Source: an optimization exercise on an open RTL-to-GDS flow (aim: small area). Production flows keep margins and buffers that such runs may drop. Function was checked by simulation only, so behaviour that the tests miss may differ from the original. The clock port is modelled as an ideal driver; clocking choices that lean on that would not hold on a real chip. Power figures rest on the tool's default switching activity, not on a simulated workload.

===== design.v =====
package space_pkg;
  typedef logic [9:0] coord_t;   
  typedef logic [9:0] score_t;   
  localparam coord_t H_ACTIVE     = 10'd640;
  localparam coord_t H_TOTAL      = 10'd800;
  localparam coord_t H_SYNC_START = 10'd656;
  localparam coord_t H_SYNC_END   = 10'd752;
  localparam coord_t V_ACTIVE     = 10'd480;
  localparam coord_t V_TOTAL      = 10'd525;
  localparam coord_t V_SYNC_START = 10'd490;
  localparam coord_t V_SYNC_END   = 10'd492;
  localparam int     NUM_ROWS      = 5;
  localparam int     NUM_COLS      = 11;
  localparam coord_t ALIEN_SIZE    = 10'd24;    
  localparam coord_t ALIEN_PITCH_X = 10'd30;
  localparam coord_t ALIEN_PITCH_Y = 10'd32;
  localparam coord_t GRID_X0       = 10'd70;
  localparam coord_t GRID_Y0       = 10'd150;
  localparam coord_t MARCH_MAX     = 10'd100;
  localparam coord_t SHOOTER_Y       = 10'd460;
  localparam coord_t SHOOTER_START_X = 10'd253;
  localparam coord_t SHOOTER_MIN_X   = 10'd10;
  localparam coord_t SHOOTER_MAX_X   = 10'd528;
  localparam coord_t SHOOTER_STEP    = 10'd10;
  localparam coord_t BULLET_W        = 10'd4;
  localparam coord_t BULLET_H        = 10'd8;
  localparam coord_t BULLET_START_Y  = 10'd460;
  localparam coord_t DIGIT_Y    = 10'd20;
  localparam logic [29:0] DIGIT_X = {   
    10'd90,
    10'd60,
    10'd30
  };
  localparam logic [63:0] SPRITE_SMALL = {   
    8'b10000001,
    8'b01000010,
    8'b00100100,
    8'b11111111,
    8'b11011011,
    8'b01111110,
    8'b00111100,
    8'b00011000
  };
  localparam logic [143:0] SPRITE_MEDIUM = {   
    12'b000000000000,
    12'b100000000100,
    12'b010000001000,
    12'b001100110000,
    12'b101000000010,
    12'b101001100010,
    12'b101111111010,
    12'b111111111110,
    12'b011011101100,
    12'b001111111000,
    12'b000111110000,
    12'b000011100000
  };
  localparam logic [99:0] SPRITE_LARGE = {   
    10'b0111111110,
    10'b1100000110,
    10'b1000000010,
    10'b0100000100,
    10'b0010010010,
    10'b0111111110,
    10'b1111111111,
    10'b1101101101,
    10'b0111111110,
    10'b0011111100
  };
  localparam logic [69:0] SEG_FONT = {   
    7'b1101111,
    7'b1111111,
    7'b0000111,
    7'b1111101,
    7'b1101101,
    7'b1100110,
    7'b1001111,
    7'b1011011,
    7'b0000110,
    7'b0111111
  };
  localparam logic [8:0] ROW_COLOR = {   
    3'b110,
    3'b101,
    3'b011
  };
  localparam logic [49:0] ROW_POINTS = {   
    10'd10,
    10'd10,
    10'd20,
    10'd20,
    10'd30
  };
endpackage
module vga_timing (
  input  logic       clk,
  input  logic       rst_n,
  output logic [4:0] o_hc,       
  output logic [4:0] o_hp,       
  output logic [9:0] o_vy,       
  output logic       o_active,
  output logic       o_hsync,
  output logic       o_vsync
);
  localparam logic [9:0] VY0 = 10'd106;
  function automatic logic [4:0] inc5(input logic [4:0] x);
    logic c;
    c = 1'b1;
    for (int i = 0; i < 5; i++) begin
      inc5[i] = x[i] ^ c;
      c       = x[i] & c;
    end
  endfunction
  function automatic logic [9:0] inc10(input logic [9:0] x);
    logic c;
    c = 1'b1;
    for (int i = 0; i < 10; i++) begin
      inc10[i] = x[i] ^ c;
      c        = x[i] & c;
    end
  endfunction
  logic h_last, v_last, hp_last;
  assign hp_last = (o_hp == 5'd29);
  assign h_last  = (o_hc == 5'd26) && (o_hp == 5'd19);    
  assign v_last  = (o_vy == VY0 + 10'd524);
  always_ff @(posedge clk or negedge rst_n) begin
    if (!rst_n) begin
      o_hc <= '0;
      o_hp <= '0;
      o_vy <= VY0;
    end else begin
      if (h_last) begin
        o_hc <= '0;
        o_hp <= '0;
        o_vy <= v_last ? VY0 : inc10(o_vy);
      end else if (hp_last) begin
        o_hc <= inc5(o_hc);
        o_hp <= '0;
      end else begin
        o_hp <= inc5(o_hp);
      end
    end
  end
  assign o_active = ((o_hc < 5'd21) || (o_hc == 5'd21 && o_hp < 5'd10)) && (o_vy < VY0 + 10'd480);
  assign o_hsync  = !(((o_hc > 5'd21) || (o_hc == 5'd21 && o_hp >= 5'd26)) &&
                      ((o_hc < 5'd25) || (o_hc == 5'd25 && o_hp < 5'd2)));
  assign o_vsync  = !((o_vy >= VY0 + 10'd490) && (o_vy < VY0 + 10'd492));
endmodule
module player_control #(
  parameter int BULLET_DIV = 3000
) (
  input  logic       clk,
  input  logic       rst_n,
  input  logic       i_right,
  input  logic       i_left,
  input  logic       i_fire,
  input  logic       i_start,
  input  logic       i_hit,
  input  logic       i_move_tick,
  output logic [4:0] o_sc,
  output logic [4:0] o_sp,
  output logic [4:0] o_bc,
  output logic [4:0] o_bp,
  output logic [8:0] o_by,
  output logic       o_bullet_active
);
  localparam int BULLET_CW = (BULLET_DIV > 1) ? $clog2(BULLET_DIV) : 1;
  localparam logic [8:0] BY_OFS = 9'd18;
  function automatic logic [4:0] inc5(input logic [4:0] x);
    logic c;
    c = 1'b1;
    for (int i = 0; i < 5; i++) begin
      inc5[i] = x[i] ^ c;
      c       = x[i] & c;
    end
  endfunction
  function automatic logic [4:0] dec5(input logic [4:0] x);
    logic b;
    b = 1'b1;
    for (int i = 0; i < 5; i++) begin
      dec5[i] = x[i] ^ b;
      b       = ~x[i] & b;
    end
  endfunction
  function automatic logic [8:0] dec9(input logic [8:0] x);
    logic b;
    b = 1'b1;
    for (int i = 0; i < 9; i++) begin
      dec9[i] = x[i] ^ b;
      b       = ~x[i] & b;
    end
  endfunction
  function automatic logic [4:0] plus10(input logic [4:0] p);
    plus10 = '0;
    for (int i = 0; i < 30; i++) if (p == 5'(i)) plus10 = 5'((i + 10) % 30);
  endfunction
  function automatic logic [4:0] minus10(input logic [4:0] p);
    minus10 = '0;
    for (int i = 0; i < 30; i++) if (p == 5'(i)) minus10 = 5'((i + 20) % 30);
  endfunction
  logic                 right_q, left_q, fire_q;
  logic                 right_rise, left_rise, fire_rise;
  logic                 dir_r, dir_l;        
  logic                 bullet_tick;
  logic [4:0]           rc, rp, lc, lp;     
  assign right_rise  = i_right & ~right_q;
  assign left_rise   = i_left & ~left_q;
  assign fire_rise   = i_fire & ~fire_q;
  always_ff @(posedge clk or negedge rst_n) begin
    if (!rst_n) begin
      right_q <= 1'b0;
      left_q  <= 1'b0;
      fire_q  <= 1'b0;
    end else begin
      right_q <= i_right;
      left_q  <= i_left;
      fire_q  <= i_fire;
    end
  end
  always_ff @(posedge clk) begin
    if (right_rise) begin
      dir_r <= 1'b1;
      dir_l <= 1'b0;
    end else if (left_rise) begin
      dir_r <= 1'b0;
      dir_l <= 1'b1;
    end else if (!i_right && !i_left) begin
      dir_r <= 1'b0;
      dir_l <= 1'b0;
    end
  end
  always_comb begin
    rc = (o_sp >= 5'd20) ? inc5(o_sc) : o_sc;
    rp = plus10(o_sp);
    if (rc > 5'd17 || (rc == 5'd17 && rp > 5'd22)) begin
      rc = 5'd17;
      rp = 5'd22;
    end
    lc = (o_sp < 5'd10) ? dec5(o_sc) : o_sc;
    lp = minus10(o_sp);
    if (o_sc == 5'd0 && o_sp < 5'd24) begin
      lc = 5'd0;
      lp = 5'd14;
    end
  end
  always_ff @(posedge clk or negedge rst_n) begin
    if (!rst_n) begin
      o_sc <= 5'd8;
      o_sp <= 5'd17;
    end else if (i_start) begin
      o_sc <= 5'd8;
      o_sp <= 5'd17;
    end else if (i_move_tick && dir_r) begin
      o_sc <= rc;
      o_sp <= rp;
    end else if (i_move_tick && dir_l) begin
      o_sc <= lc;
      o_sp <= lp;
    end
  end
  always_ff @(posedge clk or negedge rst_n) begin
    if (!rst_n) begin
      o_bullet_active <= 1'b0;
    end else if (i_start || i_hit) begin
      o_bullet_active <= 1'b0;
    end else if (o_bullet_active) begin
      if (bullet_tick && o_by == BY_OFS) o_bullet_active <= 1'b0;   
    end else if (fire_rise) begin
      o_bullet_active <= 1'b1;
    end
  end
  always_ff @(posedge clk) begin
    if (!o_bullet_active && fire_rise) begin
      o_bc <= o_sc;
      o_bp <= o_sp;
    end
  end
  generate
    if (BULLET_DIV >= 2 && (BULLET_DIV & (BULLET_DIV - 1)) == 0) begin : g_merged
      localparam int YW = 9 + BULLET_CW;
      logic [YW-1:0] yq, yq_dec;
      always_comb begin
        logic b;
        b = 1'b1;
        for (int i = 0; i < YW; i++) begin
          yq_dec[i] = yq[i] ^ b;
          b         = ~yq[i] & b;
        end
      end
      assign bullet_tick = (yq[BULLET_CW-1:0] == '0);
      assign o_by        = yq[YW-1:BULLET_CW];
      always_ff @(posedge clk) begin
        if (!o_bullet_active) begin
          yq <= {BY_OFS + 9'd460, BULLET_CW'(BULLET_DIV - 1)};
        end else if (!(bullet_tick && o_by == BY_OFS)) begin
          yq <= yq_dec;
        end
      end
    end else begin : g_split
      logic [BULLET_CW-1:0] bullet_cnt;
      assign bullet_tick = (bullet_cnt == BULLET_CW'(BULLET_DIV - 1));
      always_ff @(posedge clk) begin
        if (!o_bullet_active) begin
          bullet_cnt <= '0;
          o_by       <= BY_OFS + 9'd460;
        end else begin
          bullet_cnt <= bullet_tick ? '0 : bullet_cnt + 1'b1;
          if (bullet_tick && o_by != BY_OFS) o_by <= dec9(o_by);
        end
      end
    end
  endgenerate
endmodule
module alien_fleet #(
  parameter int MARCH_DIV = 50000,
  parameter int MOVE_DIV  = 500000
) (
  input  logic        clk,
  input  logic        rst_n,
  input  logic        i_restart,
  input  logic [4:0]  i_bc,
  input  logic [4:0]  i_bp,
  input  logic [8:0]  i_by,             
  input  logic        i_bullet_active,
  output logic        o_hit,
  output logic        o_won,
  output logic        o_start,
  output logic        o_move_tick,
  output logic [54:0] o_dead,
  output logic [2:0]  o_mc,
  output logic [4:0]  o_mp,
  output logic [3:0]  o_hund,
  output logic [3:0]  o_tens
);
  localparam int MARCH_CW = (MARCH_DIV > 1) ? $clog2(MARCH_DIV) : 1;
  function automatic logic [MARCH_CW-1:0] incm(input logic [MARCH_CW-1:0] x);
    logic c;
    c = 1'b1;
    for (int i = 0; i < MARCH_CW; i++) begin
      incm[i] = x[i] ^ c;
      c       = x[i] & c;
    end
  endfunction
  function automatic logic [4:0] inc5(input logic [4:0] x);
    logic c;
    c = 1'b1;
    for (int i = 0; i < 5; i++) begin
      inc5[i] = x[i] ^ c;
      c       = x[i] & c;
    end
  endfunction
  function automatic logic [4:0] dec5(input logic [4:0] x);
    logic b;
    b = 1'b1;
    for (int i = 0; i < 5; i++) begin
      dec5[i] = x[i] ^ b;
      b       = ~x[i] & b;
    end
  endfunction
  function automatic logic [5:0] sub5(input logic [4:0] x, input logic [4:0] y, input logic bin);
    logic c;
    c = ~bin;
    for (int i = 0; i < 5; i++) begin
      sub5[i] = x[i] ^ ~y[i] ^ c;
      c       = (x[i] & ~y[i]) | (x[i] & c) | (~y[i] & c);
    end
    sub5[5] = ~c;
  endfunction
  logic [MARCH_CW-1:0] march_cnt;
  logic                march_right;
  logic                fresh;
  logic                clr;
  assign o_start = i_restart | o_won;
  assign clr     = o_start | fresh;
  generate
    if (MARCH_DIV % MOVE_DIV == 0) begin : g_shared
      assign o_move_tick = ((march_cnt % MARCH_CW'(MOVE_DIV)) == MARCH_CW'(MOVE_DIV - 1));
    end else begin : g_own
      localparam int MOVE_CW = (MOVE_DIV > 1) ? $clog2(MOVE_DIV) : 1;
      logic [MOVE_CW-1:0] move_cnt;
      assign o_move_tick = (move_cnt == MOVE_CW'(MOVE_DIV - 1));
      always_ff @(posedge clk or negedge rst_n) begin
        if (!rst_n) move_cnt <= '0;
        else if (o_start) move_cnt <= '0;
        else move_cnt <= o_move_tick ? '0 : move_cnt + 1'b1;
      end
    end
  endgenerate
  logic [5:0] bd;
  logic       bborrow;
  logic       ge26, eq25;
  logic [5:0] colb;       
  logic [5:0] hcol;       
  logic       xhit;
  logic [3:0] hc4;
  logic [3:0] yrow;
  logic [4:0] prow, srow;    
  logic [4:0] colbits;       
  logic       p_live, s_live, hit_found;
  logic [4:0] hrow;          
  assign bd      = sub5(i_bp, o_mp, 1'b0);
  assign bborrow = bd[5];
  assign ge26    = bborrow ? (bd[4:0] >= 5'd28) : (bd[4:0] >= 5'd26);
  assign eq25    = bborrow ? (bd[4:0] == 5'd27) : (bd[4:0] == 5'd25);
  assign colb    = sub5(i_bc, {2'b0, o_mc}, bborrow);
  always_comb begin
    logic c;
    c = ge26;
    for (int i = 0; i < 6; i++) begin
      hcol[i] = colb[i] ^ c;
      c       = colb[i] & c;
    end
  end
  assign xhit    = !eq25 && !hcol[5] && (hcol[4:0] <= 5'd10);
  assign hc4     = hcol[3:0];
  assign yrow = i_by[8:5];
  always_comb begin
    for (int r = 0; r < 5; r++) begin
      prow[r] = (yrow == 4'(5 + r));
      srow[r] = (yrow == 4'(6 + r)) && (i_by[4:0] == 5'd0);
    end
  end
  logic [10:0] hsel;       
  always_comb begin
    for (int c = 0; c < 11; c++) hsel[c] = (hc4 == 4'(c));
    for (int r = 0; r < 5; r++) colbits[r] = |(~o_dead[r*11 +: 11] & hsel) == 1'b0;
  end
  assign s_live    = |(srow & ~colbits);
  assign p_live    = |(prow & ~colbits);
  assign hit_found = i_bullet_active && !o_hit && xhit && (s_live || p_live);
  assign hrow      = s_live ? srow : prow;
  logic       all_dead;
  logic [1:0] pts;        
  logic [3:0] tens_n;
  logic       tens_c;
  logic [4:0] hund_inc;
  logic [1:0] mcq;        
  assign hund_inc = inc5({1'b0, o_hund});
  assign o_mc     = {mcq[1], ~mcq[1], mcq[0]};
  assign all_dead = &o_dead;
  assign pts      = hrow[0] ? 2'd3 : (hrow[1] | hrow[2]) ? 2'd2 : 2'd1;
  always_comb begin
    logic [4:0] sum;
    logic       c;
    c = 1'b0;
    for (int i = 0; i < 4; i++) begin
      logic b;
      b = (i < 2) ? pts[i] : 1'b0;
      sum[i] = o_tens[i] ^ b ^ c;
      c      = (o_tens[i] & b) | (o_tens[i] & c) | (b & c);
    end
    sum[4] = c;
    tens_c = (sum >= 5'd10);
    tens_n = tens_c ? 4'(sum - 5'd10) : sum[3:0];
  end
  always_ff @(posedge clk or negedge rst_n) begin
    if (!rst_n) begin
      fresh <= 1'b1;
    end else begin
      fresh <= 1'b0;
    end
  end
  logic        nclr;
  logic [4:0]  krow;
  logic [10:0] kcol;
  assign nclr = !clr;
  assign krow = hrow & {5{hit_found & nclr}};
  assign kcol = hsel;
  always_ff @(posedge clk) begin
    for (int r = 0; r < 5; r++) begin
      for (int c = 0; c < 11; c++) begin
        o_dead[r*11 + c] <= (o_dead[r*11 + c] & nclr) | (krow[r] & kcol[c]);
      end
    end
  end
  always_ff @(posedge clk or negedge rst_n) begin
    if (!rst_n) begin
      o_hund       <= '0;
      o_tens       <= '0;
      o_hit        <= 1'b0;
      o_won        <= 1'b0;
    end else if (o_start) begin
      o_hund       <= '0;
      o_tens       <= '0;
      o_hit        <= 1'b0;
      o_won        <= 1'b0;
    end else begin
      o_hit <= hit_found;
      o_won <= all_dead && !fresh;
      if (hit_found) begin
        o_tens       <= tens_n;
        if (tens_c) o_hund <= hund_inc[3:0];
      end
    end
  end
  always_ff @(posedge clk or negedge rst_n) begin
    if (!rst_n) begin
      march_cnt <= '0;
    end else if (o_start || march_cnt == MARCH_CW'(MARCH_DIV - 1)) begin
      march_cnt <= '0;
    end else begin
      march_cnt <= incm(march_cnt);
    end
  end
  always_ff @(posedge clk) begin
    if (clr) begin
      mcq         <= 2'd0;
      o_mp        <= 5'd10;
      march_right <= 1'b1;
    end else if (march_cnt == MARCH_CW'(MARCH_DIV - 1)) begin
      if (march_right) begin
        if (o_mc < 3'd5 || o_mp < 5'd20) begin
          if (o_mp == 5'd29) begin
            mcq  <= {mcq[1] ^ mcq[0], ~mcq[0]};
            o_mp <= 5'd0;
          end else begin
            o_mp <= inc5(o_mp);
          end
        end else begin
          march_right <= 1'b0;
        end
      end else begin
        if (o_mc != 3'd2 || o_mp != 5'd10) begin
          if (o_mp == 5'd0) begin
            mcq  <= {mcq[1] ^ ~mcq[0], ~mcq[0]};
            o_mp <= 5'd29;
          end else begin
            o_mp <= dec5(o_mp);
          end
        end else begin
          march_right <= 1'b1;
        end
      end
    end
  end
endmodule
module frame_renderer (
  input  logic        clk,
  input  logic        rst_n,
  input  logic [4:0]  i_hc,
  input  logic [4:0]  i_hp,
  input  logic [9:0]  i_vy,             
  input  logic        i_active,
  input  logic        i_hsync,
  input  logic        i_vsync,
  input  logic [54:0] i_dead,
  input  logic [2:0]  i_mc,
  input  logic [4:0]  i_mp,
  input  logic [4:0]  i_sc,             
  input  logic [4:0]  i_sp,
  input  logic [4:0]  i_bc,
  input  logic [4:0]  i_bp,
  input  logic [8:0]  i_by,             
  input  logic        i_bullet_active,
  input  logic [3:0]  i_hund,
  input  logic [3:0]  i_tens,
  output logic        o_red,
  output logic        o_green,
  output logic        o_blue,
  output logic        o_hsync,
  output logic        o_vsync
);
  localparam logic [9:0] VY0 = 10'd106;
  function automatic logic [5:0] sub5(input logic [4:0] x, input logic [4:0] y, input logic bin);
    logic c;
    c = ~bin;
    for (int i = 0; i < 5; i++) begin
      sub5[i] = x[i] ^ ~y[i] ^ c;
      c       = (x[i] & ~y[i]) | (x[i] & c) | (~y[i] & c);
    end
    sub5[5] = ~c;
  endfunction
  function automatic logic [9:0] sub10(input logic [9:0] x, input logic [9:0] y);
    logic c;
    c = 1'b1;
    for (int i = 0; i < 10; i++) begin
      sub10[i] = x[i] ^ ~y[i] ^ c;
      c        = (x[i] & ~y[i]) | (x[i] & c) | (~y[i] & c);
    end
  endfunction
  function automatic logic [3:0] dec4(input logic [3:0] x);
    logic b;
    b = 1'b1;
    for (int i = 0; i < 4; i++) begin
      dec4[i] = x[i] ^ b;
      b       = ~x[i] & b;
    end
  endfunction
  function automatic logic [11:0] sprite_row(input logic [1:0] cls, input logic [3:0] sy);
    case ({cls, sy})
      {2'd0, 4'd0}: sprite_row = 12'b000000011000;
      {2'd0, 4'd1}: sprite_row = 12'b000000111100;
      {2'd0, 4'd2}: sprite_row = 12'b000001111110;
      {2'd0, 4'd3}: sprite_row = 12'b000011011011;
      {2'd0, 4'd4}: sprite_row = 12'b000011111111;
      {2'd0, 4'd5}: sprite_row = 12'b000000100100;
      {2'd0, 4'd6}: sprite_row = 12'b000001000010;
      {2'd0, 4'd7}: sprite_row = 12'b000010000001;
      {2'd1, 4'd0}: sprite_row = 12'b000011100000;
      {2'd1, 4'd1}: sprite_row = 12'b000111110000;
      {2'd1, 4'd2}: sprite_row = 12'b001111111000;
      {2'd1, 4'd3}: sprite_row = 12'b011011101100;
      {2'd1, 4'd4}: sprite_row = 12'b111111111110;
      {2'd1, 4'd5}: sprite_row = 12'b101111111010;
      {2'd1, 4'd6}: sprite_row = 12'b101001100010;
      {2'd1, 4'd7}: sprite_row = 12'b101000000010;
      {2'd1, 4'd8}: sprite_row = 12'b001100110000;
      {2'd1, 4'd9}: sprite_row = 12'b010000001000;
      {2'd1, 4'd10}: sprite_row = 12'b100000000100;
      {2'd1, 4'd11}: sprite_row = 12'b000000000000;
      {2'd2, 4'd0}: sprite_row = 12'b000011111100;
      {2'd2, 4'd1}: sprite_row = 12'b000111111110;
      {2'd2, 4'd2}: sprite_row = 12'b001101101101;
      {2'd2, 4'd3}: sprite_row = 12'b001111111111;
      {2'd2, 4'd4}: sprite_row = 12'b000111111110;
      {2'd2, 4'd5}: sprite_row = 12'b000010010010;
      {2'd2, 4'd6}: sprite_row = 12'b000100000100;
      {2'd2, 4'd7}: sprite_row = 12'b001000000010;
      {2'd2, 4'd8}: sprite_row = 12'b001100000110;
      {2'd2, 4'd9}: sprite_row = 12'b000111111110;
      default: sprite_row = 12'b0;
    endcase
  endfunction
  function automatic logic seg_bit(input logic [6:0] s, input logic [3:0] x, input logic [3:0] y);
    logic mid_x;
    mid_x = (x >= 4'd2 && x < 4'd8);
    seg_bit = (s[0] && y < 4'd2 && mid_x) ||
              (s[1] && x >= 4'd8 && y >= 4'd2 && y < 4'd7) ||
              (s[2] && x >= 4'd8 && y >= 4'd7 && y < 4'd12) ||
              (s[3] && y >= 4'd12 && mid_x) ||
              (s[4] && x < 4'd2 && y >= 4'd7 && y < 4'd12) ||
              (s[5] && x < 4'd2 && y >= 4'd2 && y < 4'd7) ||
              (s[6] && y >= 4'd7 && y < 4'd9 && mid_x);
  endfunction
  logic [4:0]  vrow;
  logic [2:0]  row;
  logic        row_ok;
  logic [1:0]  cls;
  logic [5:0]  ad, col;
  logic        col_ok;
  logic [3:0]  sx;
  logic [10:0] row_dead;
  logic [11:0] sprite_word;
  logic        alien_pix;
  logic [2:0]  alien_rgb;
  assign vrow   = i_vy[9:5];
  assign row_ok = (vrow >= 5'd8) && (vrow <= 5'd12) && (i_vy[4:3] != 2'b11);
  always_comb begin
    case (vrow[2:0])
      3'd0:    row = 3'd0;
      3'd1:    row = 3'd1;
      3'd2:    row = 3'd2;
      3'd3:    row = 3'd3;
      default: row = 3'd4;
    endcase
  end
  assign cls    = (row == 3'd0) ? 2'd0 : (row <= 3'd2) ? 2'd1 : 2'd2;
  assign ad     = sub5(i_hp, i_mp, 1'b0);
  assign col    = sub5(i_hc, {2'b0, i_mc}, ad[5]);
  assign col_ok = !col[5] && (col[4:0] <= 5'd10) && (ad[5] ? (ad[4:0] < 5'd26) : (ad[4:0] < 5'd24));
  assign sx     = ad[5] ? dec4(ad[4:1]) : ad[4:1];
  always_comb begin
    case (row)
      3'd0:    row_dead = i_dead[10:0];
      3'd1:    row_dead = i_dead[21:11];
      3'd2:    row_dead = i_dead[32:22];
      3'd3:    row_dead = i_dead[43:33];
      default: row_dead = i_dead[54:44];
    endcase
  end
  assign sprite_word = sprite_row(cls, i_vy[4:1]);
  assign alien_pix   = row_ok && col_ok && !row_dead[col[3:0]] && sprite_word[sx];
  always_comb begin
    case (cls)
      2'd0:    alien_rgb = {3{alien_pix}} & space_pkg::ROW_COLOR[2:0];
      2'd1:    alien_rgb = {3{alien_pix}} & space_pkg::ROW_COLOR[5:3];
      default: alien_rgb = {3{alien_pix}} & space_pkg::ROW_COLOR[8:6];
    endcase
  end
  logic [5:0] sd, sdc;
  logic       s_on;
  logic       bar1, bar2, bar3;
  logic       shooter_pix;
  assign sd   = sub5(i_hp, i_sp, 1'b0);
  assign sdc  = sub5(i_hc, i_sc, sd[5]);
  assign s_on = (sdc == 6'd0);
  assign bar1 = sd[5] ? (sd[4:0] >= 5'd4 && sd[4:0] < 5'd12) : (sd[4:0] >= 5'd2 && sd[4:0] < 5'd10);
  assign bar2 = sd[5] ? (sd[4:0] >= 5'd6 && sd[4:0] < 5'd10) : (sd[4:0] >= 5'd4 && sd[4:0] < 5'd8);
  assign bar3 = sd[5] ? (sd[4:0] >= 5'd2 && sd[4:0] < 5'd14) : (sd[4:0] < 5'd12);
  always_comb begin
    shooter_pix = 1'b0;
    if (s_on) begin
      if (i_vy >= VY0 + 10'd460 && i_vy < VY0 + 10'd462) shooter_pix = bar1;
      if (i_vy >= VY0 + 10'd462 && i_vy < VY0 + 10'd468) shooter_pix = bar2;
      if (i_vy >= VY0 + 10'd468 && i_vy < VY0 + 10'd470) shooter_pix = bar3;
    end
  end
  logic [5:0] bd, bdc;
  logic [9:0] bdy;
  logic       bullet_pix;
  assign bd  = sub5(i_hp, i_bp, 1'b0);
  assign bdc = sub5(i_hc, i_bc, bd[5]);
  assign bdy = sub10(i_vy, {1'b0, i_by});
  assign bullet_pix = i_bullet_active && (bdc == 6'd0) &&
                      (bd[5] ? (bd[4:0] >= 5'd2 && bd[4:0] < 5'd6) : (bd[4:0] < 5'd4)) &&
                      (bdy[9:3] == 7'd11);
  logic [3:0] digit;
  logic [6:0] font;
  logic [3:0] sdy;
  logic       score_pix;
  assign sdy = 4'(i_vy[3:0] - 4'd14);     
  always_comb begin
    case (i_hc[1:0])
      2'd1:    digit = i_hund;
      2'd2:    digit = i_tens;
      default: digit = 4'd0;
    endcase
    case (digit)
      4'd0:    font = space_pkg::SEG_FONT[0*7 +: 7];
      4'd1:    font = space_pkg::SEG_FONT[1*7 +: 7];
      4'd2:    font = space_pkg::SEG_FONT[2*7 +: 7];
      4'd3:    font = space_pkg::SEG_FONT[3*7 +: 7];
      4'd4:    font = space_pkg::SEG_FONT[4*7 +: 7];
      4'd5:    font = space_pkg::SEG_FONT[5*7 +: 7];
      4'd6:    font = space_pkg::SEG_FONT[6*7 +: 7];
      4'd7:    font = space_pkg::SEG_FONT[7*7 +: 7];
      4'd8:    font = space_pkg::SEG_FONT[8*7 +: 7];
      default: font = space_pkg::SEG_FONT[9*7 +: 7];
    endcase
  end
  assign score_pix = (i_hc >= 5'd1) && (i_hc <= 5'd3) && (i_hp < 5'd10) &&
                     (i_vy >= VY0 + 10'd20) && (i_vy < VY0 + 10'd34) &&
                     seg_bit(font, i_hp[3:0], sdy);
  logic red, green, blue;
  assign red   = alien_rgb[2] | bullet_pix | score_pix;
  assign green = alien_rgb[1] | bullet_pix | shooter_pix;
  assign blue  = alien_rgb[0] | bullet_pix | shooter_pix;
  always_ff @(posedge clk or negedge rst_n) begin
    if (!rst_n) begin
      o_red   <= 1'b0;
      o_green <= 1'b0;
      o_blue  <= 1'b0;
      o_hsync <= 1'b1;
      o_vsync <= 1'b1;
    end else begin
      o_red   <= i_active & red;
      o_green <= i_active & green;
      o_blue  <= i_active & blue;
      o_hsync <= i_hsync;
      o_vsync <= i_vsync;
    end
  end
endmodule
module invaders_top #(
  parameter int MOVE_DIV   = 64,
  parameter int BULLET_DIV = 4,
  parameter int MARCH_DIV  = 256
) (
  input  logic              clk,
  input  logic              rst_n,
  input  logic              i_right,
  input  logic              i_left,
  input  logic              i_fire,
  input  logic              i_restart,
  output logic              o_hsync,
  output logic              o_vsync,
  output logic              o_red,
  output logic              o_green,
  output logic              o_blue,
  output space_pkg::score_t o_score,
  output logic              o_won
);
  logic [4:0]  hc, hp;
  logic [9:0]  vy;
  logic        active, hsync_raw, vsync_raw;
  logic [4:0]  sc, sp, bc, bp;
  logic [8:0]  by;
  logic [8:0]  half_score;
  logic        bullet_active, hit, start, move_tick;
  logic [54:0] dead;
  logic [2:0]  mc;
  logic [4:0]  mp;
  logic [3:0]  hund, tens;
  vga_timing u_timing (
    .clk      (clk),
    .rst_n    (rst_n),
    .o_hc     (hc),
    .o_hp     (hp),
    .o_vy     (vy),
    .o_active (active),
    .o_hsync  (hsync_raw),
    .o_vsync  (vsync_raw)
  );
  player_control #(
    .BULLET_DIV (BULLET_DIV)
  ) u_player (
    .clk             (clk),
    .rst_n           (rst_n),
    .i_right         (i_right),
    .i_left          (i_left),
    .i_fire          (i_fire),
    .i_start         (start),
    .i_hit           (hit),
    .i_move_tick     (move_tick),
    .o_sc            (sc),
    .o_sp            (sp),
    .o_bc            (bc),
    .o_bp            (bp),
    .o_by            (by),
    .o_bullet_active (bullet_active)
  );
  alien_fleet #(
    .MARCH_DIV (MARCH_DIV),
    .MOVE_DIV  (MOVE_DIV)
  ) u_fleet (
    .clk             (clk),
    .rst_n           (rst_n),
    .i_restart       (i_restart),
    .i_bc            (bc),
    .i_bp            (bp),
    .i_by            (by),
    .i_bullet_active (bullet_active),
    .o_hit           (hit),
    .o_won           (o_won),
    .o_start         (start),
    .o_move_tick     (move_tick),
    .o_dead          (dead),
    .o_mc            (mc),
    .o_mp            (mp),
    .o_hund          (hund),
    .o_tens          (tens)
  );
  function automatic logic [8:0] add9(input logic [8:0] x, input logic [8:0] y);
    logic c;
    c = 1'b0;
    for (int i = 0; i < 9; i++) begin
      add9[i] = x[i] ^ y[i] ^ c;
      c       = (x[i] & y[i]) | (x[i] & c) | (y[i] & c);
    end
  endfunction
  logic [8:0] t5, h50;
  assign t5  = add9({5'b0, tens}, {3'b0, tens, 2'b0});
  assign h50 = add9({4'b0, hund, 1'b0}, add9({1'b0, hund, 4'b0}, {hund, 5'b0}));
  assign half_score = add9(t5, h50);
  assign o_score = {half_score, 1'b0};
  frame_renderer u_render (
    .clk             (clk),
    .rst_n           (rst_n),
    .i_hc            (hc),
    .i_hp            (hp),
    .i_vy            (vy),
    .i_active        (active),
    .i_hsync         (hsync_raw),
    .i_vsync         (vsync_raw),
    .i_dead          (dead),
    .i_mc            (mc),
    .i_mp            (mp),
    .i_sc            (sc),
    .i_sp            (sp),
    .i_bc            (bc),
    .i_bp            (bp),
    .i_by            (by),
    .i_bullet_active (bullet_active),
    .i_hund          (hund),
    .i_tens          (tens),
    .o_red           (o_red),
    .o_green         (o_green),
    .o_blue          (o_blue),
    .o_hsync         (o_hsync),
    .o_vsync         (o_vsync)
  );
endmodule

===== flow/run.sh =====
#!/bin/bash
# Own layout flow: the standard flow, with three changes.
#  1. Synthesis runs the standard synthesis script unchanged, except that
#     the final ABC mapping uses an area-oriented script (abc_area.script in
#     this folder: three rounds of choice computation and area-recovery
#     mapping), and adders are left to ABC instead of being extracted into
#     full/half-adder cells first (ADDER_MAP_FILE empty).
#     Registers are mapped before ABC, so they are the standard synthesis's.
#  2. Ports are buffered with sky130_fd_sc_hd__buf_1 instead of the default
#     buffer cell.
#  3. The clock's registers are split into six groups by position, each
#     driven by one sky130_fd_sc_hd__clkbuf_16 (manual_cts.tcl, run as the
#     hook before CTS); CTS then builds the tree from the clock port to those
#     buffers from sky130_fd_sc_hd__clkbuf_4, without dummy loads.
# Every tool's output goes to a log file in the work folder.
set -euo pipefail
W=$PWD
rm -rf "$W/scripts_abc"
cp -r "$FLOW_HOME/scripts" "$W/scripts_abc"
cp "$W/flow/abc_area.script" "$W/scripts_abc/abc_area.script"
bash standard.sh "SCRIPTS_DIR=$W/scripts_abc" "ADDER_MAP_FILE=" synth > "$W/flow_synth.log" 2>&1
bash standard.sh "BUFFER_PORTS_ARGS=-buffer_cell sky130_fd_sc_hd__buf_1" \
  "PRE_CTS_TCL=$W/flow/manual_cts.tcl" \
  "CTS_ARGS=-sink_clustering_enable -repair_clock_nets -clk_nets clk -buf_list sky130_fd_sc_hd__clkbuf_4 -dont_use_dummy_load" \
  finish > "$W/flow_layout.log" 2>&1
test -s "$W/out/final.def"

===== flow/abc_area.script =====
strash
dch -f
map -a
strash
dch -f
map -a
strash
dch -f
map -a
topo

===== flow/manual_cts.tcl =====
# Hook run before clock tree synthesis: split the clock's register sinks into
# 2 x 3 groups by position (halves in x, thirds in y within each half) and
# drive each group from its own sky130_fd_sc_hd__clkbuf_16, placed at the
# group's centre. Every group gets the same buffer and a similar load, so the
# clock arrives at all registers at about the same time. CTS then builds the
# tree from the clock port to these six buffers, and detailed placement
# legalizes them.
set block [ord::get_db_block]
set db [ord::get_db]
set clk_net [$block findNet clk]
set master [$db findMaster sky130_fd_sc_hd__clkbuf_16]
set pts {}
foreach it [$clk_net getITerms] {
  set inst [$it getInst]
  set bb [$inst getBBox]
  lappend pts [list [expr {([$bb xMin] + [$bb xMax]) / 2}] [expr {([$bb yMin] + [$bb yMax]) / 2}] $it]
}
set n [llength $pts]
set byx [lsort -integer -index 0 $pts]
set gx 2
set gy 3
set groups {}
for {set i 0} {$i < $gx} {incr i} {
  set part [lrange $byx [expr {$i * $n / $gx}] [expr {($i + 1) * $n / $gx - 1}]]
  set byy [lsort -integer -index 1 $part]
  set m [llength $byy]
  for {set j 0} {$j < $gy} {incr j} {
    lappend groups [lrange $byy [expr {$j * $m / $gy}] [expr {($j + 1) * $m / $gy - 1}]]
  }
}
set g 0
foreach grp $groups {
  set sx 0; set sy 0
  foreach p $grp { incr sx [lindex $p 0]; incr sy [lindex $p 1] }
  set cx [expr {$sx / [llength $grp]}]
  set cy [expr {$sy / [llength $grp]}]
  set buf [odb::dbInst_create $block $master "clkbuf_manual_$g"]
  set net [odb::dbNet_create $block "clk_manual_$g"]
  $net setSigType CLOCK
  [$buf findITerm A] connect $clk_net
  [$buf findITerm X] connect $net
  foreach p $grp {
    set it [lindex $p 2]
    $it disconnect
    $it connect $net
  }
  $buf setLocation $cx $cy
  $buf setPlacementStatus PLACED
  puts "manual clock buffer $g: [llength $grp] sinks at $cx $cy"
  incr g
}

===== standard.sh =====
#!/bin/bash
# synth_recipe.tcl (not shown) runs the flow's synth.tcl, then flattens the netlist and writes it again
# the make line also repeats each setting of config.mk as NAME=value (left out here)
make -C /OpenROAD-flow-scripts/flow DESIGN_CONFIG=/design/flow/config.mk WORK_HOME=/design/flow/orfs CLKGATE_MAP_FILE= SYNTH_SCRIPT=/design/flow/synth_recipe.tcl "${@:-finish}"

===== config.mk =====
export PLATFORM = sky130hd
export DESIGN_NAME = invaders_top
export DESIGN_NICKNAME = invaders_top
export VERILOG_FILES = /design/flow/design.v
export SDC_FILE = /design/flow/constraint.sdc
export NUM_CORES = 4
export LEC_CHECK = 0
export ABC_AREA = 1
export CAP_MARGIN = 20
export CORE_MARGIN = 2
export CORE_UTILIZATION = 40
export CTS_BUF_LIST = sky130_fd_sc_hd__clkbuf_8
export CTS_CLUSTER_DIAMETER = 150
export CTS_CLUSTER_SIZE = 40
export SLEW_MARGIN = 20

===== constraint.sdc =====
create_clock -name core_clock -period 20.0 [get_ports {clk}]
set_input_delay 4.0000 -clock core_clock [delete_from_list [all_inputs] [get_ports {clk}]]
set_output_delay 4.0000 -clock core_clock [all_outputs]
set_load 0.01 [all_outputs]

==> results of run 1 <==
==> registers in the layout, indices dropped and copies added (netlist names), 2 cells and up <==
signal and flops:
u_fleet.march_cnt 8, u_fleet.mcq 2, u_fleet.o_dead 55, u_fleet.o_hund 4, u_fleet.o_mp 5, u_fleet.o_tens 4, u_player.g_merged.yq 11, u_player.o_bc 5
u_player.o_bp 5, u_player.o_sc 5, u_player.o_sp 5, u_timing.o_hc 5, u_timing.o_hp 5, u_timing.o_vy 10
==> final cells by class, clock buffers not listed <==
type                       instances  area, um^2
timing repair buffer              27         129
tap                              313         392
buffer                             6         150
inverter                         234         878
multi-input combinational       1033        5200
antenna                            1        2.50
fill                            2457       12800
sequential                       144        3290
==> synthesized netlist by cell type, types with 12 or more instances <==
cell type | count | area share, %
o211ai_1 | 13 | 1.0
a22oi_1 | 19 | 1.5
a31oi_1 | 18 | 1.2
nor2_1 | 250 | 10
nor4_1 | 12 | 0.80
xnor2_1 | 12 | 1.1
a21oi_1 | 85 | 4.5
nand4_1 | 15 | 1.0
a221oi_1 | 15 | 1.4
o22ai_1 | 66 | 4.4
nand2_1 | 225 | 9.0
nand3_1 | 41 | 2.2
dfxtp_1 | 76 | 16
dfrtp_1 | 48 | 13
nor3_1 | 54 | 2.9
o21ai_0 | 116 | 6.2
clkinv_1 | 234 | 9.4
xor2_1 | 27 | 2.5
==> through the flow <==
step | total power, mW | cells | hold WS [ns] | setup slack [ns]
detailed placement | 0.324 | 1751 | 0.446 | 13.28
global placement | 0.324 | 1751 | 0.439 | 13.26
finish | 0.473 | 1761 | 0.455 | 13.09
floorplan | 0.314 | 1413 | 0.403 | 12.90
CTS | 0.478 | 1760 | 0.460 | 13.07
global route | 0.490 | 1761 | 0.494 | 12.46
==> routing by layer <==
metal | vias to the layer above | global-route usage, % | wire length (um)
li1 | 4933 | - | -
met1 | 4511 | 36.4 | 14300
met2 | 423 | 40.4 | 13200
met3 | 78 | 2.81 | 2230
met4 | 0 | 8.53 | 1050
met5 | - | 0 | 0
==> cells by family after synthesis <==
kind of cell | Yosys count | share of synthesized area, %
and+or+nand+nor | 607 | 26.6
buffers and inverters | 236 | 9.54
xor gates and xnor gates | 39 | 3.65
AOI/OAI and AO/OA | 385 | 25.1
DFF | 144 | 35.1
other | 1 | 0.0400
==> worst max-delay path by stage <==
stage / from / end / slack [ns] / cells past startpoint
6_report: u_fleet.o_tens[1] / o_score[9] / 13.09 / 15
5_1_grt: u_fleet.o_mp[2] / u_fleet.o_hund[3] / 12.46 / 45
4_1_cts: u_fleet.o_tens[1] / o_score[9] / 13.07 / 15
3_5_place_dp: i_restart / u_fleet.o_dead[18] / 13.28 / 11
3_3_place_gp: i_restart / u_fleet.o_dead[20] / 13.26 / 11
2_1_floorplan: i_restart / u_fleet.o_dead[11] / 12.90 / 7
==> power breakdown <==
part	leakage, nW	switching [mW]	internal [mW]
sequential	1.44	0.00168	0.294
combinational	2.00	0.0166	0.00581
clock	0.0877	0.0944	0.0611
==> summary.md, run 1 <==
| Metric | Value |
|---|---|
| Crit path kind | `flop to primary output` |
| Post-synth EDFFs | `10` |
| Reg-to-reg slack, setup | `between 10 and 15 ns` |
| Min-delay worst type | `flop to flop` |
| Hold buffer count at cts | `0` |
| Vias per cell | `5.65` |
| Crit-path slowest cell | `dfrtp_1` |
| Final number of hold-violating endpoints | `0` |
| Wire per inst | `17.5 um` |
| Global-route wire length before repair | `50200 um` |
| Slew headroom | `a little under two fifths` |
| Layout cells sized above 1 | `between 2 and 3%` |
| Crit Reg-Reg Startpoint | `u_fleet.o_mp[2]` |
| CP required | `between 15 and 20 ns` |
| DRC | `0` |
| Worst-case clock skew | `0.0141 ns` |
| Core Area | `22800 um^2` |
| Hold path start | `u_fleet.march_cnt[0]` |
| Finished Cell Area | `about 10000 um^2` |
| Crit path max fanout | `6` |
| Crit-path cells | `clkinv_1 > nor2_1 > o21ai_0 > nor2_1 > clkinv_1 > o21ai_0 > or3_2 > nand2_1 > nand2_1 > nand2_1 > nand2_1 > nand2_1 > nand3_1 > xor2_1 > buf_1` |
| CP delay by family, top | `simple AND/OR/NAND/NOR gates` |
| DR iter-0 viols | `1137` |
| Cell count after synthesis | `around 1400` |
| Worst path arrival time | `2.91 ns` |
| PD cells | `47.1 nW/um^2` |
| Pleak | `approximately 3.5 nW` |
| GRT Overall Usage | `about a quarter` |
| CTS tree | `built` |
| Post-Place Cell Area | `~10000 um^2` |
| Fmax achieved | `0.145 GHz` |
| Largest stage delay, worst path | `0.45 ns` |
| Fin util | `~44%` |
| Worst setup SP type | `flop` |
| CTS Buf Count | `3` |
| Register-to-Register Path Depth | `47` |
| Die ar. | `around 25000 um^2` |
| Worst reg2reg endpoint | `u_fleet.o_tens[2]` |
| Slew Limit Fails | `0` |
| Final worst-path cycle share | `34.6%` |
| Antenna violations before repair | `1` |
| Post-DRT Antenna Nets | `0` |
| Most frequent cells in the layout | `248 x nor2_1, 234 x clkinv_1, 225 x nand2_1` |
| Worst skew pair latency | `about 0.55 ns` |
| RSZ-0062 raised after global routing | `false` |
| # nets final | `around 1500` |
| Asr flop ratio synth | `approximately 40%` |
| Pre-Repair DR Iteration Count | `6` |
| Post-CTS setup buffer count | `0` |
| Worst-path clk slew | `0.10 ns` |
| CP Capture Type | `primary output` |
| Tmin final | `roughly 6.9 ns` |
| Cell mode on critical path | `nand2_1` |
| Flops & latches, synth | `144` |
| Buf/Inv on CP | `3` |
| Synth Cell Area | `approximately 9400 um^2` |
| Die width | `between 150 and 200 um` |
| Outcome | `complete, no violations` |
| Vias in the first global route | `between 9000 and 10000` |
| Rows | `55` |
| Netlist cell types | `between 40 and 50` |
| Total Negative Setup Slacks | `0 ns` |
| PortBufs | `20` |
| Max-cap violations | `0` |
| Largest net degree at the start of global routing | `59` |
| YS warnings | `5` |
| RePlAce Congestion | `0.957` |
| Die height | `157 um` |
| Layout area overhead | `7.36%` |
| Worst slew pin tran | `0.927 ns` |
| Commonest non-fill, non-tap cell in the layout | `nor2_1` |
| Post-Route WL | `~30000 um` |
| Max VDD drop | `roughly 31 uV` |
| Top_reg_cell synth | `dfxtp_1` |
| # IOs | `22` |
| Final Setup Violations | `0` |
| Total grt overflow | `0` |
| Initial core utilization | `41.0%` |
| Vias | `between 9000 and 10000` |
| Post-synthesis sequential area ratio | `between 30% and 40%` |
| # resized after CTS | `0` |
| Hpwl dp | `around 24000 um` |
| Cell count of the worst hold path | `1` |
| Syn_area_per_cell | `6.63 um^2` |
| Hold Path Sink | `u_fleet.march_cnt[0]` |
==> run 2: changes to the inputs <==
--- a/design.v
+++ b/design.v
@@ -572,2 +572,10 @@
   endfunction
+  function automatic logic [4:0] inc5(input logic [4:0] x);
+    logic c;
+    c = 1'b1;
+    for (int i = 0; i < 5; i++) begin
+      inc5[i] = x[i] ^ c;
+      c       = x[i] & c;
+    end
+  endfunction
   function automatic logic [9:0] sub10(input logic [9:0] x, input logic [9:0] y);
@@ -684,4 +692,3 @@
   assign sd   = sub5(i_hp, i_sp, 1'b0);
-  assign sdc  = sub5(i_hc, i_sc, sd[5]);
-  assign s_on = (sdc == 6'd0);
+  assign s_on = sd[5] ? (i_hc == inc5(i_sc)) && (i_sc != 5'd31) : (i_hc == i_sc);
   assign bar1 = sd[5] ? (sd[4:0] >= 5'd4 && sd[4:0] < 5'd12) : (sd[4:0] >= 5'd2 && sd[4:0] < 5'd10);
@@ -701,5 +708,4 @@
   assign bd  = sub5(i_hp, i_bp, 1'b0);
-  assign bdc = sub5(i_hc, i_bc, bd[5]);
   assign bdy = sub10(i_vy, {1'b0, i_by});
-  assign bullet_pix = i_bullet_active && (bdc == 6'd0) &&
+  assign bullet_pix = i_bullet_active && (bd[5] ? (i_hc == inc5(i_bc)) && (i_bc != 5'd31) : (i_hc == i_bc)) &&
                       (bd[5] ? (bd[4:0] >= 5'd2 && bd[4:0] < 5'd6) : (bd[4:0] < 5'd4)) &&
==> summary.md, run 2 <==
| Metric | Value |
|---|---|
| Outcome | `complete, no violations` |
| Pre-Repair DR Iteration Count | `5` |
| Pleak | `roughly 3.5 nW` |
| Flops & latches, synth | `roughly 140` |
| Total Negative Setup Slacks | `0 ns` |
| Global-route wire length before repair | `between 40000 and 50000 um` |
| Max reg flops | `55` |
| Die height | `~160 um` |
| Max VDD drop | `around 38 uV` |
| Die width | `approximately 160 um` |
| Final worst-path cycle share | `34.4%` |
| # nets final | `about 1500` |
| Placed Instances | `about 1700` |
| Cell count of the worst hold path | `1` |
| Largest reg by FF count | `u_fleet.o_dead` |
| Hold path start | `u_fleet.o_hit` |
| Asr flop ratio synth | `between 40 and 50%` |
| Post-DRT Antenna Nets | `0` |
| Top post-synthesis cells by area | `dfxtp_1 16%, dfrtp_1 13%, nor2_1 11%` |
| Largest stage delay, worst path | `~0.48 ns` |
| Slew headroom | `between 20 and 30%` |
| Worst-path clk slew | `about 0.1 ns` |
| Fmax achieved | `approximately 0.15 GHz` |
| Fin util | `~44%` |
| PD cells | `roughly 47 nW/um^2` |
| Tmin final | `approximately 6.9 ns` |
| Crit Reg-Reg Startpoint | `u_fleet.o_mp[2]` |
| Layout cells sized above 1 | `roughly 2.8%` |
| CP required | `roughly 20 ns` |
| Vias per cell | `roughly 5.6` |
| Worst slew pin tran | `1.09 ns` |
| Vias in the first global route | `9229` |
| Worst setup SP type | `flop` |
| Total grt overflow | `0` |
| Count leader, synth | `nor2_1` |
| Min-delay worst type | `flop to flop` |
| Worst path arrival time | `between 7 and 8 ns` |
| DRC | `0` |
| Most frequent cells after synthesis | `271 x nor2_1, 237 x clkinv_1, 201 x nand2_1` |
| Post-synth EDFFs | `10` |
| Rows | `55` |
| Largest net degree at the start of global routing | `between 50 and 60` |
| Max-cap violations | `0` |
| Worst-case clock skew | `approximately 0.011 ns` |
| Non-Filler Instances | `between 1500 and 2000` |
| # resized after CTS | `0` |
| Crit path kind | `flop to flop` |
| Worst skew pair latency | `between 0.5 and 0.6 ns` |
| DR iter-0 viols | `just under 800` |
| Core Area | `22800 um^2` |
| Buf/Inv on CP | `7` |
| PortBufs | `20` |
| Final number of hold-violating endpoints | `0` |
| Hold buffer count at cts | `0` |
| Top_reg_cell synth | `dfxtp_1` |
| Hpwl dp | `approximately 23000 um` |
| Most frequent cells in the layout | `271 x nor2_1, 237 x clkinv_1, 201 x nand2_1` |
| CP Capture Type | `flop` |
| Synth Cell Area | `between 9000 and 10000 um^2` |
| Synth top area share | `around 16%` |
| Cell count after synthesis | `1408` |
| Vias | `slightly below 10000` |
| GRT Overall Usage | `about 25%` |
| WHS | `0.437 ns` |
| CTS Buf Count | `3` |
| RSZ-0062 raised after global routing | `false` |
| Register-to-Register Path Depth | `36` |
| Initial core utilization | `41.0%` |
| CTS tree | `built` |
| Cell mode on critical path | `nor2_1` |
| YS warnings | `5` |
| Wire per inst | `approximately 17 um` |
| Post-synthesis sequential area ratio | `a little over a third` |
| Post-CTS setup buffer count | `0` |
| Commonest non-fill, non-tap cell in the layout | `nor2_1` |
| Netlist cell types | `42` |
| Antenna violations before repair | `1` |
| Post-Route WL | `approximately 30000 um` |
| Setup crit start | `u_fleet.o_mp[2]` |
| CP delay by family, top | `simple AND/OR/NAND/NOR gates` |
| # IOs | `22` |
| Layout area overhead | `7.27%` |
| Die ar. | `between 20000 and 25000 um^2` |
| Largest registers | `u_fleet.o_dead (55), u_player.g_merged.yq (11), u_timing.o_vy (10)` |
| Synth area leader | `dfxtp_1` |
| Final Setup Violations | `0` |
| Syn_area_per_cell | `about 6.6 um^2` |
| Critical path depth in cells | `36` |
| Crit path max fanout | `10` |
| Crit-path slowest cell | `dfxtp_1` |
| Slew Limit Fails | `0` |
| RePlAce Congestion | `between 0.9 and 1` |
run 2: logic make-up (layout without fill, tap and decap cells):
kind of cell,after synthesis,in the layout,synth area share (%)
and+or+nand+nor,602,602,26.6
AOI/OAI and AO/OA,379,379,24.5
buffers and inverters,239,272,9.68
other,1,4,0.0401
xor gates and xnor gates,43,43,4.03
DFF,144,144,35.2
run 2: final timing paths:
kind	slack, ns	endpoint
worst min-delay path	0.44	u_player.o_bullet_active
min in group asynchronous	3.59	u_render.o_blue
max in group asynchronous	15.90	u_player.fire_q
worst max-delay path	13.13	u_fleet.o_hund[3]
worst max register to register	13.13	u_fleet.o_hund[3]
worst min register to register	0.44	u_player.o_bullet_active
run 2: final cells by class, clock buffers not listed:
class,instances,area (um^2)
fillers,2341,12800
multi-input cells,1026,5160
flip-flops and latches,144,3290
inverters,237,890
well taps,313,392
plain buffers,6,150
repair buffers,26,121
diodes,2,5.00
run 2: metal layers:
layer,track usage [%],up-vias,share of wire (%)
met1,33.2,4506,45
met2,40.4,331,45
met4,10.2,0,4.2
met3,2.74,65,5.7
li1,-,4945,-
met5,0,-,0
run 2: where the power goes:
part           internal [mW]  total (mW)  switching [mW]  leakage (nW)
combinational        0.00597      0.0226          0.0167          1.99
clock                 0.0610       0.156          0.0950        0.0878
sequential             0.294       0.296         0.00186          1.44
run 2: through the flow:
| step | cell area, um^2 | power, mW | setup WS (ns) |
|---|---|---|---|
| floorplan | 9350 | 0.314 | 13.01 |
| global placement | 9840 | 0.324 | 13.36 |
| detailed placement | 9850 | 0.324 | 13.25 |
| CTS | 10000 | 0.479 | 13.10 |
| global route | 10000 | 0.492 | 12.00 |
| finish | 10000 | 0.474 | 13.13 |
==> run 3: changes to the inputs <==
--- a/design.v
+++ b/design.v
@@ -440,2 +440,3 @@
   assign all_dead = &o_dead;
+  assign o_won = all_dead && !o_hit && !fresh;
   assign pts      = hrow[0] ? 2'd3 : (hrow[1] | hrow[2]) ? 2'd2 : 2'd1;
@@ -480,3 +481,2 @@
       o_hit        <= 1'b0;
-      o_won        <= 1'b0;
     end else if (o_start) begin
@@ -485,6 +485,4 @@
       o_hit        <= 1'b0;
-      o_won        <= 1'b0;
     end else begin
       o_hit <= hit_found;
-      o_won <= all_dead && !fresh;
       if (hit_found) begin
==> summary.md, run 3 <==
| Metric | Value |
|---|---|
| Finished Cell Area | `roughly 10000 um^2` |
| Max reg flops | `55` |
| Flops & latches, synth | `143` |
| Wire per inst | `roughly 17 um` |
| Antenna violations before repair | `1` |
| Register-to-Register Path Depth | `44` |
| Internal Power | `0.359 mW` |
| Total grt overflow | `0` |
| # IOs | `22` |
| Pleak | `between 3 and 4 nW` |
| Synth Cell Area | `roughly 9300 um^2` |
| Worst-case clock skew | `between 0.015 and 0.02 ns` |
| Final Setup Violations | `0` |
| DR iter-0 viols | `between 700 and 800` |
| CTS tree | `built` |
| Hold buffer count at cts | `0` |
| Pre-Repair DR Iteration Count | `8` |
| Post-CTS setup buffer count | `0` |
| PortBufs | `20` |
| Asr flop ratio synth | `39.9%` |
| Reg-to-reg slack, setup | `about 13 ns` |
| Synth top area share | `between 10% and 20%` |
| Top post-synthesis cells by area | `dfxtp_1 16%, dfrtp_1 13%, nor2_1 11%` |
| GRT Overall Usage | `between 20% and 30%` |
| Post-synthesis sequential area ratio | `a little over a third` |
| Die height | `roughly 160 um` |
| DRT met1 WL | `~13000 um` |
| Met3 WL | `roughly 1500 um` |
| Worst setup SP type | `flop` |
| CP required | `about 20 ns` |
| Worst-path clk slew | `0.10 ns` |
| Cell count after synthesis | `roughly 1400` |
| Setup crit start | `u_fleet.o_mp[0]` |
| # resized after CTS | `0` |
| Core Area | `between 20000 and 25000 um^2` |
| Sequential share of power | `61.8%` |
| Comb power frac | `around 4.9%` |
| Hpwl dp | `approximately 23000 um` |
| Most frequent cells in the layout | `265 x nor2_1, 252 x clkinv_1, 205 x nand2_1` |
| Synth area leader | `dfxtp_1` |
| Post-DRT Antenna Nets | `0` |
| # nets final | `roughly 1500` |
| Met2 WL | `roughly 14000 um` |
| Largest reg by FF count | `u_fleet.o_dead` |
| Final number of hold-violating endpoints | `0` |
| Die ar. | `24500 um^2` |
| Global-route wire length before repair | `roughly 48000 um` |
| Netlist cell types | `42` |
| Crit-path slowest cell | `a2111oi_0` |
| Top_reg_cell synth | `dfxtp_1` |
| Vias | `roughly 9800` |
| Worst path arrival time | `7.49 ns` |
| Post-Route WL | `just under 30000 um` |
| Psw | `between 0.1 and 0.15 mW` |
| CTS Buf Count | `3` |
| Largest registers | `u_fleet.o_dead (55), u_player.g_merged.yq (11), u_timing.o_vy (10)` |
| Post-synth EDFFs | `10` |
| CP endpoint | `u_fleet.o_hund[3]` |
| Largest stage delay, worst path | `roughly 0.5 ns` |
| Clock network power share | `roughly a third` |
| Vias per cell | `between 5 and 6` |
| Slew Limit Fails | `0` |
| CP Capture Type | `flop` |
| Sw Share | `between 20 and 25%` |
| Vias in the first global route | `between 9000 and 10000` |
| Layout area overhead | `7.06%` |
| Max VDD drop | `45.9 uV` |
| Crit Reg-Reg Startpoint | `u_fleet.o_mp[0]` |
| Rows | `55` |
| Syn_area_per_cell | `6.61 um^2` |
| Worst slew pin tran | `0.785 ns` |
| Crit path kind | `flop to flop` |
| DRC | `0` |
| Crit path max fanout | `5` |
| Count leader, synth | `nor2_1` |
| Initial core utilization | `between 40% and 50%` |
| YS warnings | `5` |
| Largest net degree at the start of global routing | `58` |
| Die width | `about 160 um` |
| Worst reg2reg endpoint | `u_fleet.o_hund[3]` |
| Most frequent cells after synthesis | `265 x nor2_1, 252 x clkinv_1, 205 x nand2_1` |
| Commonest non-fill, non-tap cell in the layout | `nor2_1` |
| Layout cells sized above 1 | `about 2.4%` |
| Slew headroom | `a little under half` |
| Min-delay worst type | `flop to flop` |
| Outcome | `complete, no violations` |
| Total Negative Setup Slacks | `0 ns` |
| Max layer used | `met4` |
| Max-cap violations | `0` |
| Cell count of the worst hold path | `1` |
| Worst skew pair latency | `about 0.57 ns` |
| PD cells | `47.6 nW/um^2` |
| RePlAce Congestion | `approximately 0.96` |
| RSZ-0062 raised after global routing | `false` |
| Post-Place Cell Area | `slightly below 10000 um^2` |
| Final worst-path cycle share | `around a third` |
| Tmin final | `7.03 ns` |
| Fmax achieved | `between 0.1 and 0.15 GHz` |
[run 3: cell count changes after synthesis, sizes merged, moves of 4 or more]
cell     change
o32ai        -4
nand2        +4
a211oi       +4
clkinv      +15
or2          -4
nand3        -4
nor2         -6
o22ai        -8
nor3         +7
o2111ai      +5
o21ai        -5
[run 3: area by class of cell, clock buffers not listed]
class                   count  area (um^2)
diodes                      1         2.50
plain buffers               6          150
fillers                  2375        12800
inverters                 252          946
multi-input cells        1011         5080
flip-flops and latches    143         3260
well taps                 285          357
repair buffers             28          136
[run 3: kinds of logic after synthesis]
logic type | synth area share, %
AOI/OAI and AO/OA | 24.0
xor gates and xnor gates | 4.24
buffers and inverters | 10.3
DFF | 35.1
other | 0.0403
and+or+nand+nor | 26.3
[run 3: power by group through the flow]
stage	combinational (mW)	sequential, mW	clock (mW)
after global routing	0.0259	0.293	0.174
after detailed placement	0.0232	0.299	0
final	0.0232	0.293	0.158
after floorplan	0.0135	0.299	0
after global placement	0.0231	0.299	0
after CTS	0.0233	0.293	0.164
[run 3: worst min-delay path by stage]
stage                                        from                        to  slack, ns
final                        u_fleet.march_cnt[0]      u_fleet.march_cnt[0]       0.46
after CTS                    u_fleet.march_cnt[0]      u_fleet.march_cnt[0]       0.46
after detailed placement  u_player.g_merged.yq[6]   u_player.g_merged.yq[6]       0.45
after global routing         u_fleet.march_cnt[0]      u_fleet.march_cnt[0]       0.48
after floorplan                     u_fleet.o_hit  u_player.o_bullet_active       0.42
after global placement       u_fleet.march_cnt[0]      u_fleet.march_cnt[0]       0.44
[run 3: worst max-delay path, delay by kind of cell, from the launching register on]
kind,cells,cell delay [ns]
buf+inv,9,0.84
flops,1,0.37
simple gates,24,3.02
compound gates,11,2.65
[run 3: routing by layer]
metal  vias to the layer above  track usage [%]
li1                       4895                -
met1                      4504             32.6
met3                        63             2.52
met4                         0             8.96
met2                       304             41.0
met5                         -                0
[run 3: metrics by stage]
| stage | util, % | cells | hold WS (ns) | power [mW] | setup WS [ns] |
|---|---|---|---|---|---|
| final | 43.8 | 1729 | 0.458 | 0.474 | 12.97 |
| after global placement | 43.0 | 1718 | 0.443 | 0.322 | 13.27 |
| after global routing | 43.8 | 1729 | 0.476 | 0.493 | 12.06 |
| after CTS | 43.8 | 1727 | 0.465 | 0.480 | 13.08 |
| after detailed placement | 43.0 | 1718 | 0.452 | 0.322 | 13.16 |
| after floorplan | - | 1408 | 0.420 | 0.312 | 12.93 |
==> run 4: changes to the inputs <==
--- a/flow/run.sh
+++ b/flow/run.sh
@@ -11,3 +11,3 @@
 #  3. The clock's registers are split into six groups by position, each
-#     driven by one sky130_fd_sc_hd__clkbuf_16 (manual_cts.tcl, run as the
+#     driven by one sky130_fd_sc_hd__buf_12 (manual_cts.tcl, run as the
 #     hook before CTS); CTS then builds the tree from the clock port to those
--- a/flow/manual_cts.tcl
+++ b/flow/manual_cts.tcl
@@ -2,3 +2,3 @@
 # 2 x 3 groups by position (halves in x, thirds in y within each half) and
-# drive each group from its own sky130_fd_sc_hd__clkbuf_16, placed at the
+# drive each group from its own sky130_fd_sc_hd__buf_12, placed at the
 # group's centre. Every group gets the same buffer and a similar load, so the
@@ -10,3 +10,3 @@
 set clk_net [$block findNet clk]
-set master [$db findMaster sky130_fd_sc_hd__clkbuf_16]
+set master [$db findMaster sky130_fd_sc_hd__buf_12]
 set pts {}
==> summary.md, run 4 <==
| Metric | Value |
|---|---|
| Fin util | `between 40 and 50%` |
| Final number of hold-violating endpoints | `0` |
| Count leader, synth | `nor2_1` |
| Vias per cell | `5.63` |
| Initial core utilization | `between 40% and 50%` |
| CTS Buf Count | `3` |
| Largest reg by FF count | `u_fleet.o_dead` |
| Flops & latches, synth | `between 100 and 150` |
| CP required | `roughly 20 ns` |
| YS warnings | `5` |
| Total grt overflow | `0` |
| Worst skew pair latency | `approximately 0.55 ns` |
| Slew Limit Fails | `0` |
| Total Negative Setup Slacks | `0 ns` |
| Cell count after synthesis | `approximately 1400` |
| Layout area overhead | `6.74%` |
| Asr flop ratio synth | `39.9%` |
| Min-delay worst type | `flop to flop` |
| # nets final | `~1500` |
| Vias in the first global route | `9209` |
| Worst slew pin tran | `between 0.8 and 0.9 ns` |
| RSZ-0062 raised after global routing | `false` |
| Fmax achieved | `0.143 GHz` |
| CTS tree | `built` |
| Hold buffer count at cts | `0` |
| Worst-case clock skew | `0.0196 ns` |
| Crit path kind | `flop to flop` |
| Core Area | `22700 um^2` |
| Post-synthesis sequential area ratio | `between 30% and 40%` |
| PortBufs | `20` |
| Worst setup SP type | `flop` |
| Die height | `approximately 160 um` |
| Max reg flops | `55` |
| Worst path arrival time | `roughly 7.4 ns` |
| # resized after CTS | `0` |
| Final worst-path cycle share | `between 30% and 40%` |
| Die ar. | `roughly 24000 um^2` |
| Global-route wire length before repair | `around 48000 um` |
| Slew headroom | `45.1%` |
| Final worst-path setup slack | `13.00 ns` |
| Pleak | `between 3 and 4 nW` |
| Die width | `around 160 um` |
| Hpwl dp | `22800 um` |
| Post-DRT Antenna Nets | `0` |
| DR iter-0 viols | `between 700 and 800` |
| Largest stage delay, worst path | `approximately 0.50 ns` |
| Vias | `~9700` |
| Antenna violations before repair | `1` |
| Cell mode on critical path | `nand2_1` |
| Synth top area share | `between 10% and 20%` |
| Tmin final | `7.00 ns` |
| Final Setup Violations | `0` |
| Largest registers | `u_fleet.o_dead (55), u_player.g_merged.yq (11), u_timing.o_vy (10)` |
| Top_reg_cell synth | `dfxtp_1` |
| Worst-path clk slew | `0.11 ns` |
| GRT Overall Usage | `roughly a quarter` |
| Non-Filler Instances | `1729` |
| RePlAce Congestion | `about 0.96` |
| Layout cells sized above 1 | `under 10%` |
| Crit path max fanout | `5` |
| Pre-Repair DR Iteration Count | `5` |
| Most frequent cells in the layout | `265 x nor2_1, 252 x clkinv_1, 205 x nand2_1` |
| Wire per inst | `about 17 um` |
| Crit-path slowest cell | `a2111oi_0` |
| Top post-synthesis cells by area | `dfxtp_1 16%, dfrtp_1 13%, nor2_1 11%` |
| Pre-CTS setup slack | `around 13 ns` |
| # IOs | `22` |
| Synth area leader | `dfxtp_1` |
| Netlist cell types | `42` |
| Largest net degree at the start of global routing | `58` |
| Rows | `55` |
| Commonest non-fill, non-tap cell in the layout | `nor2_1` |
| Post-CTS setup buffer count | `0` |
| DRC | `0` |
| Outcome | `complete, no violations` |
| Most frequent cells after synthesis | `265 x nor2_1, 252 x clkinv_1, 205 x nand2_1` |
| Syn_area_per_cell | `around 6.6 um^2` |
| Synth Cell Area | `between 9000 and 10000 um^2` |
| Placed Instances | `approximately 1700` |
| Max-cap violations | `0` |
| Post-synth EDFFs | `10` |
| Max VDD drop | `around 46 uV` |
| PD cells | `47.2 nW/um^2` |
| CP Capture Type | `flop` |
| Post-Route WL | `29400 um` |
[run 4: cell types whose count changed in the layout (fill, tap and decap cells not counted), sizes merged]
cell    before  now
buf         26   32
clkbuf      11    5
[run 4: power breakdown]
part	switching [mW]	internal, mW	total [mW]
Sequential	0.00144	0.292	0.293
Combinational	0.0170	0.00626	0.0232
Clock	0.0982	0.0538	0.152
[run 4: logic make-up after synthesis]
| group | synth area share, % |
|---|---|
| and+or+nand+nor | 26.3 |
| xor gates and xnor gates | 4.24 |
| other | 0.0403 |
| DFF | 35.1 |
| buffers and inverters | 10.3 |
| AOI/OAI and AO/OA | 24.0 |
[run 4: through the flow]
| stage | power, mW | hold WS [ns] | instance area, um^2 |
|---|---|---|---|
| finish | 0.468 | 0.458 | 9930 |
| CTS | 0.475 | 0.465 | 9920 |
| floorplan | 0.312 | 0.420 | 9300 |
| global route | 0.488 | 0.477 | 9930 |
| global placement | 0.322 | 0.443 | 9770 |
| detailed placement | 0.322 | 0.452 | 9770 |
[run 4: metal layers]
layer | routed length, um | global-route usage (%) | up-vias | part of all wire (%)
met5 | 0 | 0 | - | 0
met4 | 958 | 9.04 | 0 | 3.3
met3 | 1510 | 2.52 | 56 | 5.1
met2 | 13700 | 41.0 | 313 | 47
met1 | 13200 | 32.5 | 4470 | 45
li1 | - | - | 4898 | -
[run 4: cell type report, clock buffers not listed]
type / count / area (um^2)
well taps: 285 / 357
multi-input cells: 1011 / 5080
repair buffers: 28 / 136
diodes: 1 / 2.50
flip-flops and latches: 143 / 3260
plain buffers: 6 / 120
inverters: 252 / 946
fillers: 2377 / 12800
[run 4: final timing paths]
path	slack [ns]	cells past startpoint	endpoint	start
hold / removal	0.46	1	u_fleet.march_cnt[0]	u_fleet.march_cnt[0]
setup / recovery	13.00	44	u_fleet.o_hund[2]	u_fleet.o_mp[0]
hold reg to reg	0.46	1	u_fleet.march_cnt[0]	u_fleet.march_cnt[0]
max in group asynchronous	15.90	2	u_fleet.o_tens[0]	rst_n
min in group asynchronous	3.59	2	u_player.o_sp[2]	rst_n
setup reg to reg	13.00	44	u_fleet.o_hund[2]	u_fleet.o_mp[0]
[run 4: worst max-delay path: cells and delay by family, from the launching register on]
family          cells  cell delay, ns
flops               1            0.37
compound gates     11            2.63
buf+inv             9            0.84
simple gates       24            3.00

separate check: timing with driven ports:
How much do the figures lean on ideal ports? The routed layouts below were timed once more, with nothing changed but the port constraints. Step 1 sets driving cells, clkbuf_16 on the clock port and buf_2 on the other inputs (assumed; they add their load-dependent delay and slew). Step 2, shift: input delay + t, output delay - t, t = (earliest + latest rising clock arrival at the registers) / 2. This alone moves slack from input paths to output paths. Three values: ideal, step 1, step 2; two values: the first two.
run	t, ns	setup slack, ns	hold slack, ns
run 1	0.590	13.090 / 13.048 / 13.261	0.455 / 0.455 / 0.455
run 2	0.592	13.130 / 13.103 / 13.130	0.437 / 0.437 / 0.437
run 3	0.613	12.973 / 12.973 / 12.973	0.458 / 0.458 / 0.458
run 4	0.584	12.996 / 12.996 / 12.996	0.458 / 0.458 / 0.458
After both steps every run listed still meets setup and hold.
